From an optimization exercise on the open Yosys and OpenROAD flow, aimed at a short achievable clock period and few clock cycles; shortcuts taken in it are not production practice.
Only simulation tests tie the RTL to the original design; equivalence was not proved.
No activity file was given, so power comes from the tool's default toggle rates.

==> run M <==
==> flow/design.v (excerpt) <==
module seq_store_top (
  input  wire logic                  clk_i,
  input  wire logic                  rst_ni,
  input  wire logic                  rx_deshfu_valid_i,
  output logic                       rx_deshfu_ready_o,
  input  wire store_pkg::seq_entry_t rx_deshfu_i,
  input  wire logic                  txn_valid_i,
  output logic                       txn_ready_o,
  input  wire store_pkg::txn_beat_t  txn_i,
  input  wire logic                  meta_valid_i,
  output logic                       meta_ready_o,
  input  wire store_pkg::meta_t      meta_i,
  output logic                       axi_w_valid_o,
  input  wire logic                  axi_w_ready_i,
  output store_pkg::w_beat_t         axi_w_o
);
  localparam int unsigned NW = store_pkg::SEQ_NB_W;
  localparam int unsigned DW = store_pkg::TXN_DEC_W;
  store_pkg::txn_dec_t  txn_dec;
  store_pkg::txn_dec_t  txn_head;
  logic                 txn_head_v;
  logic                 txn_pop;
  logic [4:0]  size_hl, size_h;
  logic [15:0] win_lo, win_up;
  always_comb begin
    size_hl = txn_i.lbn - {1'b0, txn_i.addr_off};
    size_h  = 5'd16 - {1'b0, txn_i.addr_off};
    for (int i = 0; i < store_pkg::BUS_NIBBLES; i++) begin
      win_lo[i] = 4'(i) >= txn_i.addr_off;
      win_up[i] = 5'(i) < txn_i.lbn;
    end
    case ({txn_i.is_head, txn_i.is_last})
      2'b11:   txn_dec.size = size_hl;
      2'b10:   txn_dec.size = size_h;
      2'b01:   txn_dec.size = txn_i.lbn;
      default: txn_dec.size = 5'd16;
    endcase
    txn_dec.lower  = txn_i.is_head ? txn_i.addr_off : 4'd0;
    txn_dec.win    = (txn_i.is_head ? win_lo : 16'hffff) & (txn_i.is_last ? win_up : 16'hffff);
    txn_dec.last   = txn_i.is_last;
    txn_dec.final_ = txn_i.is_final;
  end
  word_queue #(.SW(DW), .DEPTH(4)) u_txn_q (
    .clk_i    (clk_i),
    .rst_ni   (rst_ni),
    .valid_i  (txn_valid_i),
    .ready_o  (txn_ready_o),
    .data_i   (txn_dec),
    .pop_i    (txn_pop),
    .head_v_o (txn_head_v),
    .head_o   (txn_head)
  );
  logic [NW-1:0]    meta_off;
  logic [NW-1:0]    meta_head;
  logic             meta_head_v;
  ...
export LEC_CHECK = 0
export CAP_MARGIN = 20
export CORE_MARGIN = 2
export CORE_UTILIZATION = 55
export CTS_CLUSTER_DIAMETER = 80
export CTS_CLUSTER_SIZE = 30
export SETUP_SLACK_MARGIN = 3.95
export SLEW_MARGIN = 20
create_clock -name core_clock -period 6.3 [get_ports {clk_i}]
run.sh (not shown) runs the stock make flow with config.mk's settings and CLKGATE_MAP_FILE= SYNTH_SCRIPT=/design/flow/synth_recipe.tcl, a recipe that flattens the netlist after the stock synthesis.
==> run F: changes against run M <==
--- a/flow/design.v
+++ b/flow/design.v
@@ -41,17 +41,16 @@
     logic                    last;
   } plan_t;
   localparam int unsigned OUT_CAP = 3;   
   localparam int unsigned ENTRY_W   = 5 * SEQ_NIBBLES;
   localparam int unsigned TXN_W     = 12;
   localparam int unsigned META_W    = 10;
   localparam int unsigned TXN_DEC_W = 2 * BUS_NB_W + 1 + BUS_NIBBLES + 2;
   localparam int unsigned BEAT_W    = 4 * BUS_NIBBLES + BUS_BYTES + 1;
-  localparam int unsigned PLAN_W    = 2 * SEQ_NB_W + 2 + 1 + BUS_NIBBLES + 1;
 endpackage
 `default_nettype wire
 `timescale 1ns/1ps
 `default_nettype none
 module word_queue #(
   parameter int unsigned SW    = 8,
   parameter int unsigned DEPTH = 4
 ) (
@@ -119,55 +118,53 @@
   output logic                       ge2_o,
   output store_pkg::seq_entry_t      head0_o,
   output store_pkg::seq_entry_t      head1_o
 );
   logic [DEPTH-1:0][store_pkg::ENTRY_W-1:0] st_q;
   logic                  ready_q;
   logic                  ge1_q;
   logic                  ge2_q;
-  logic [PW-1:0]         wr_q;
+  logic [DEPTH-1:0]      wr_oh_q;   
   logic [PW-1:0]         rd_q;
-  logic [PW-1:0]         rd1x_q;    
-  logic [PW-1:0]         rd1;
+  logic [PW-1:0]         rd1_q;     
   logic [PW:0]           cnt_q;
-  logic [PW:0]           left;      
+  logic [PW:0]           cnt_d;
   logic                  take;
-  assign take = rx_valid_i && ready_q;
-  assign left = cnt_q - {{(PW-1){1'b0}}, pop_i};
-  assign rd1  = rd1x_q ^ (PW)'(1);
+  assign take  = rx_valid_i && ready_q;
+  assign cnt_d = cnt_q + {{PW{1'b0}}, take} - {{(PW-1){1'b0}}, pop_i};
   always_ff @(posedge clk_i or negedge rst_ni) begin
     if (!rst_ni) begin
       ready_q <= 1'b0;
       ge1_q   <= 1'b0;
       ge2_q   <= 1'b0;
-      wr_q    <= '0;
+      wr_oh_q <= (DEPTH)'(1);
       rd_q    <= '0;
-      rd1x_q  <= '0;
+      rd1_q   <= (PW)'(1);
       cnt_q   <= '0;
     end else begin
-      ready_q <= take ? (cnt_q < (PW + 1)'(DEPTH - 1)) : (cnt_q < (PW + 1)'(DEPTH));
-      ge1_q   <= take ? 1'b1 : (left >= (PW + 1)'(1));
-      ge2_q   <= take ? (left >= (PW + 1)'(1)) : (left >= (PW + 1)'(2));
-      cnt_q   <= take ? left + 1'b1 : left;
-      if (take) wr_q <= wr_q + 1'b1;
-      rd_q   <= rd_q + {{(PW-1){1'b0}}, pop_i};
-      rd1x_q <= (rd1 + {{(PW-1){1'b0}}, pop_i}) ^ (PW)'(1);
+      ready_q <= (cnt_q + {{PW{1'b0}}, take}) < (PW + 1)'(DEPTH);
+      ge1_q   <= cnt_d >= (PW + 1)'(1);
+      ge2_q   <= cnt_d >= (PW + 1)'(2);
+      cnt_q   <= cnt_d;
+      if (take) wr_oh_q <= {wr_oh_q[DEPTH-2:0], wr_oh_q[DEPTH-1]};
+      rd_q  <= rd_q  + {{(PW-1){1'b0}}, pop_i};
+      rd1_q <= rd1_q + {{(PW-1){1'b0}}, pop_i};
     end
   end
   always_ff @(posedge clk_i) begin
     for (int k = 0; k < DEPTH; k++) begin
-      if (take && wr_q == (PW)'(k)) st_q[k] <= rx_entry_i;
+      if (take && wr_oh_q[k]) st_q[k] <= rx_entry_i;
     end
   end
   assign rx_ready_o = ready_q;
   assign ge1_o      = ge1_q;
   assign ge2_o      = ge2_q;
   assign head0_o    = st_q[rd_q];
-  assign head1_o    = st_q[rd1];
+  assign head1_o    = st_q[rd1_q];
 endmodule
 `default_nettype wire
 `timescale 1ns/1ps
 `default_nettype none
 module nibble_cursor (
   input  wire logic                       clk_i,
   input  wire logic                       rst_ni,
   input  wire logic                       txn_v_i,
@@ -176,17 +173,17 @@
   input  wire logic                       meta_v_i,
   input  wire logic [store_pkg::SEQ_NB_W-1:0] meta_off_i,
   output logic                            meta_pop_o,
   input  wire logic                       plan_take_i,
   output logic                            plan_v_o,
   output store_pkg::plan_t                plan_o
 );
   localparam int unsigned NW = store_pkg::SEQ_NB_W;
-  logic             cont_q;     
+  logic             first_q;    
   logic [NW-1:0]    ptr_q;      
   logic             plan_v_q;
   store_pkg::plan_t plan_q;
   store_pkg::plan_t plan_d;
   logic             adv;
   logic [NW:0]   ends_f, ends_c;
   logic [NW-1:0] rot_f, rot_c;
   logic [1:0]    pops_f, pops_c;
@@ -200,45 +197,45 @@
   assign ends_f = {1'b0, meta_off_i} + {1'b0, txn_i.size};
   assign ends_c = {1'b0, ptr_q}      + {1'b0, txn_i.size};
   assign gt32_f = ends_f[NW] && (ends_f[NW-1:0] != '0);
   assign gt32_c = ends_c[NW] && (ends_c[NW-1:0] != '0);
   assign pops_f = pops_of(ends_f, txn_i.final_);
   assign pops_c = pops_of(ends_c, txn_i.final_);
   assign rot_f  = meta_off_i - {1'b0, txn_i.lower};
   assign rot_c  = ptr_q      - {1'b0, txn_i.lower};
-  assign adv = txn_v_i && (cont_q || meta_v_i) && (!plan_v_q || plan_take_i);
+  assign adv = txn_v_i && (!first_q || meta_v_i) && (!plan_v_q || plan_take_i);
   always_comb begin
-    plan_d.rot   = !cont_q ? rot_f  : rot_c;
-    plan_d.ptr   = !cont_q ? meta_off_i : ptr_q;
-    plan_d.pops  = !cont_q ? pops_f : pops_c;
-    plan_d.need2 = !cont_q ? gt32_f : gt32_c;
+    plan_d.rot   = first_q ? rot_f  : rot_c;
+    plan_d.ptr   = first_q ? meta_off_i : ptr_q;
+    plan_d.pops  = first_q ? pops_f : pops_c;
+    plan_d.need2 = first_q ? gt32_f : gt32_c;
     plan_d.win   = txn_i.win;
     plan_d.last  = txn_i.last;
   end
   always_ff @(posedge clk_i or negedge rst_ni) begin
     if (!rst_ni) begin
-      cont_q   <= 1'b0;
+      first_q  <= 1'b1;
       ptr_q    <= '0;
       plan_v_q <= 1'b0;
     end else begin
       if (adv) begin
-        cont_q   <= !txn_i.final_;
-        ptr_q    <= !cont_q ? ends_f[NW-1:0] : ends_c[NW-1:0];
+        first_q  <= txn_i.final_;
+        ptr_q    <= first_q ? ends_f[NW-1:0] : ends_c[NW-1:0];
         plan_v_q <= 1'b1;
       end else if (plan_take_i) begin
         plan_v_q <= 1'b0;
       end
     end
   end
   always_ff @(posedge clk_i) begin
-    plan_q <= ({store_pkg::PLAN_W{adv}} & plan_d) | ({store_pkg::PLAN_W{!adv}} & plan_q);
+    if (adv) plan_q <= plan_d;
   end
   assign txn_pop_o  = adv;
-  assign meta_pop_o = adv && !cont_q;
+  assign meta_pop_o = adv && first_q;
   assign plan_v_o   = plan_v_q;
   assign plan_o     = plan_q;
 endmodule
 `default_nettype wire
 `timescale 1ns/1ps
 `default_nettype none
 module store_commit_fsm (
   input  wire logic              clk_i,
@@ -249,28 +246,28 @@
   output logic                   plan_take_o,
   input  wire logic              ent_ge1_i,
   input  wire logic              ent_ge2_i,
   output logic [1:0]             ent_pop_o,
   input  wire logic              w_pop_i,
   output logic                   issue_o
 );
   logic [2:0] infl_q;
-  logic       full_q;
+  logic       room_q;
   logic       go;
   logic [2:0] infl_d;
-  assign go     = plan_v_i && (need2_i ? ent_ge2_i : ent_ge1_i) && !full_q;
+  assign go     = plan_v_i && (need2_i ? ent_ge2_i : ent_ge1_i) && room_q;
   assign infl_d = infl_q + {2'b0, go} - {2'b0, w_pop_i};
   always_ff @(posedge clk_i or negedge rst_ni) begin
     if (!rst_ni) begin
       infl_q <= '0;
-      full_q <= 1'b0;
+      room_q <= 1'b1;
     end else begin
       infl_q <= infl_d;
-      full_q <= infl_d >= 3'(store_pkg::OUT_CAP);
+      room_q <= infl_d < 3'(store_pkg::OUT_CAP);
     end
   end
   assign plan_take_o = go;
   assign ent_pop_o   = go ? pops_i : 2'd0;
   assign issue_o     = go;
 endmodule
 `default_nettype wire
 `timescale 1ns/1ps
@@ -369,22 +366,20 @@
   logic               wr_q;
   logic               rd_q;
   logic [1:0]         cnt_q;
   logic               ne_q;
   logic               load;
   logic               enq;
   logic               deq;
   logic [1:0]         cnt_d;
-  logic [BW-1:0]      out_new;
   assign load  = !out_v_q || w_ready_i;
   assign deq   = load && ne_q;
   assign enq   = push_i && !(load && !ne_q);
   assign cnt_d = cnt_q + {1'b0, enq} - {1'b0, deq};
-  assign out_new = ne_q ? ring_q[rd_q] : beat_i;
   always_ff @(posedge clk_i or negedge rst_ni) begin
     if (!rst_ni) begin
       out_v_q <= 1'b0;
       wr_q    <= '0;
       rd_q    <= '0;
       cnt_q   <= '0;
       ne_q    <= 1'b0;
     end else begin
@@ -393,17 +388,17 @@
       if (deq)  rd_q    <= !rd_q;
       cnt_q <= cnt_d;
       ne_q  <= cnt_d != 2'd0;
     end
   end
   always_ff @(posedge clk_i) begin
     if (push_i && !wr_q) ring_q[0] <= beat_i;
     if (push_i &&  wr_q) ring_q[1] <= beat_i;
-    out_q <= ({BW{load}} & out_new) | ({BW{!load}} & out_q);
+    if (load)   out_q        <= ne_q ? ring_q[rd_q] : beat_i;
   end
   assign w_valid_o = out_v_q;
   assign w_o       = out_q;
   assign w_pop_o   = out_v_q && w_ready_i;
 endmodule
 `default_nettype wire
 `timescale 1ns/1ps
 `default_nettype none
@@ -424,33 +419,24 @@
   output store_pkg::w_beat_t         axi_w_o
 );
   localparam int unsigned NW = store_pkg::SEQ_NB_W;
   localparam int unsigned DW = store_pkg::TXN_DEC_W;
   store_pkg::txn_dec_t  txn_dec;
   store_pkg::txn_dec_t  txn_head;
   logic                 txn_head_v;
   logic                 txn_pop;
-  logic [4:0]  size_hl, size_h;
-  logic [15:0] win_lo, win_up;
+  logic [4:0]           upper;
   always_comb begin
-    size_hl = txn_i.lbn - {1'b0, txn_i.addr_off};
-    size_h  = 5'd16 - {1'b0, txn_i.addr_off};
+    txn_dec.lower  = txn_i.is_head ? txn_i.addr_off : 4'd0;
+    upper          = txn_i.is_last ? txn_i.lbn : 5'd16;
+    txn_dec.size   = upper - {1'b0, txn_dec.lower};
     for (int i = 0; i < store_pkg::BUS_NIBBLES; i++) begin
-      win_lo[i] = 4'(i) >= txn_i.addr_off;
-      win_up[i] = 5'(i) < txn_i.lbn;
+      txn_dec.win[i] = (5'(i) >= {1'b0, txn_dec.lower}) && (5'(i) < upper);
     end
-    case ({txn_i.is_head, txn_i.is_last})
-      2'b11:   txn_dec.size = size_hl;
-      2'b10:   txn_dec.size = size_h;
-      2'b01:   txn_dec.size = txn_i.lbn;
-      default: txn_dec.size = 5'd16;
-    endcase
-    txn_dec.lower  = txn_i.is_head ? txn_i.addr_off : 4'd0;
-    txn_dec.win    = (txn_i.is_head ? win_lo : 16'hffff) & (txn_i.is_last ? win_up : 16'hffff);
     txn_dec.last   = txn_i.is_last;
     txn_dec.final_ = txn_i.is_final;
   end
   word_queue #(.SW(DW), .DEPTH(4)) u_txn_q (
     .clk_i    (clk_i),
     .rst_ni   (rst_ni),
     .valid_i  (txn_valid_i),
     .ready_o  (txn_ready_o),
Settings changed: CTS_CLUSTER_DIAMETER 80 to 120, SETUP_SLACK_MARGIN 3.95 to 3.8.
==> summary of the runs <==
Of run F and run M, run F has the higher area after synthesis (gap 0.23%, measured against run M).
Between run F and run M, the lower die area is in run M (gap 0.22%, measured against run M).
In run F the non-clock buffer count is lower than in run M, by 49.
Of run M and run F, run F has the higher count of clock-buffer cells in the layout (gap 1).
Total power: run M is higher than run F (about 11%).
Of run M and run F, run M has the higher maximum frequency (gap about 0.6%, measured against run F).
In run M the first-iteration DRC count is smaller than in run F, by about 4%.
Against run M, the wire length of run F is smaller by about 3%.
In run F the global-route usage is lower than in run M, by 0.84 points.
Testbench counts of run M, summed over its fixed seeds: cycles 8,520.
Testbench counts of run F, summed over its fixed seeds: cycles 8,520.

## re-timing with driven ports
In the flow no input, the clock included, has a driving cell. The finished layouts below were timed again as built, in two steps.
Step 1 sets driving cells, clkbuf_16 on the clock port and buf_2 on the other inputs (assumed; they add their load-dependent delay and slew).
Step 2, shift: input delay + t, output delay - t, t = (earliest + latest rising clock arrival at the registers) / 2. This alone moves slack from input paths to output paths.
a / b / c = ideal / step 1 / step 2; a / b = the first two.
run | t, ns | setup WS [ns] | hold slack, ns | latest minus earliest clock arrival (ns)
run M | 0.742 | 3.743 / 3.676 / 3.214 | 0.344 / 0.344 / 0.344 | 0.044 / 0.044
run F | 0.744 | 3.728 / 3.660 / 3.147 | 0.341 / 0.341 / 0.341 | 0.028 / 0.028
After both steps setup and hold are still met in every run listed. For run F, which loses most, drivers alone change the setup slack by -0.068 ns; drivers and shift together by -0.581 ns.
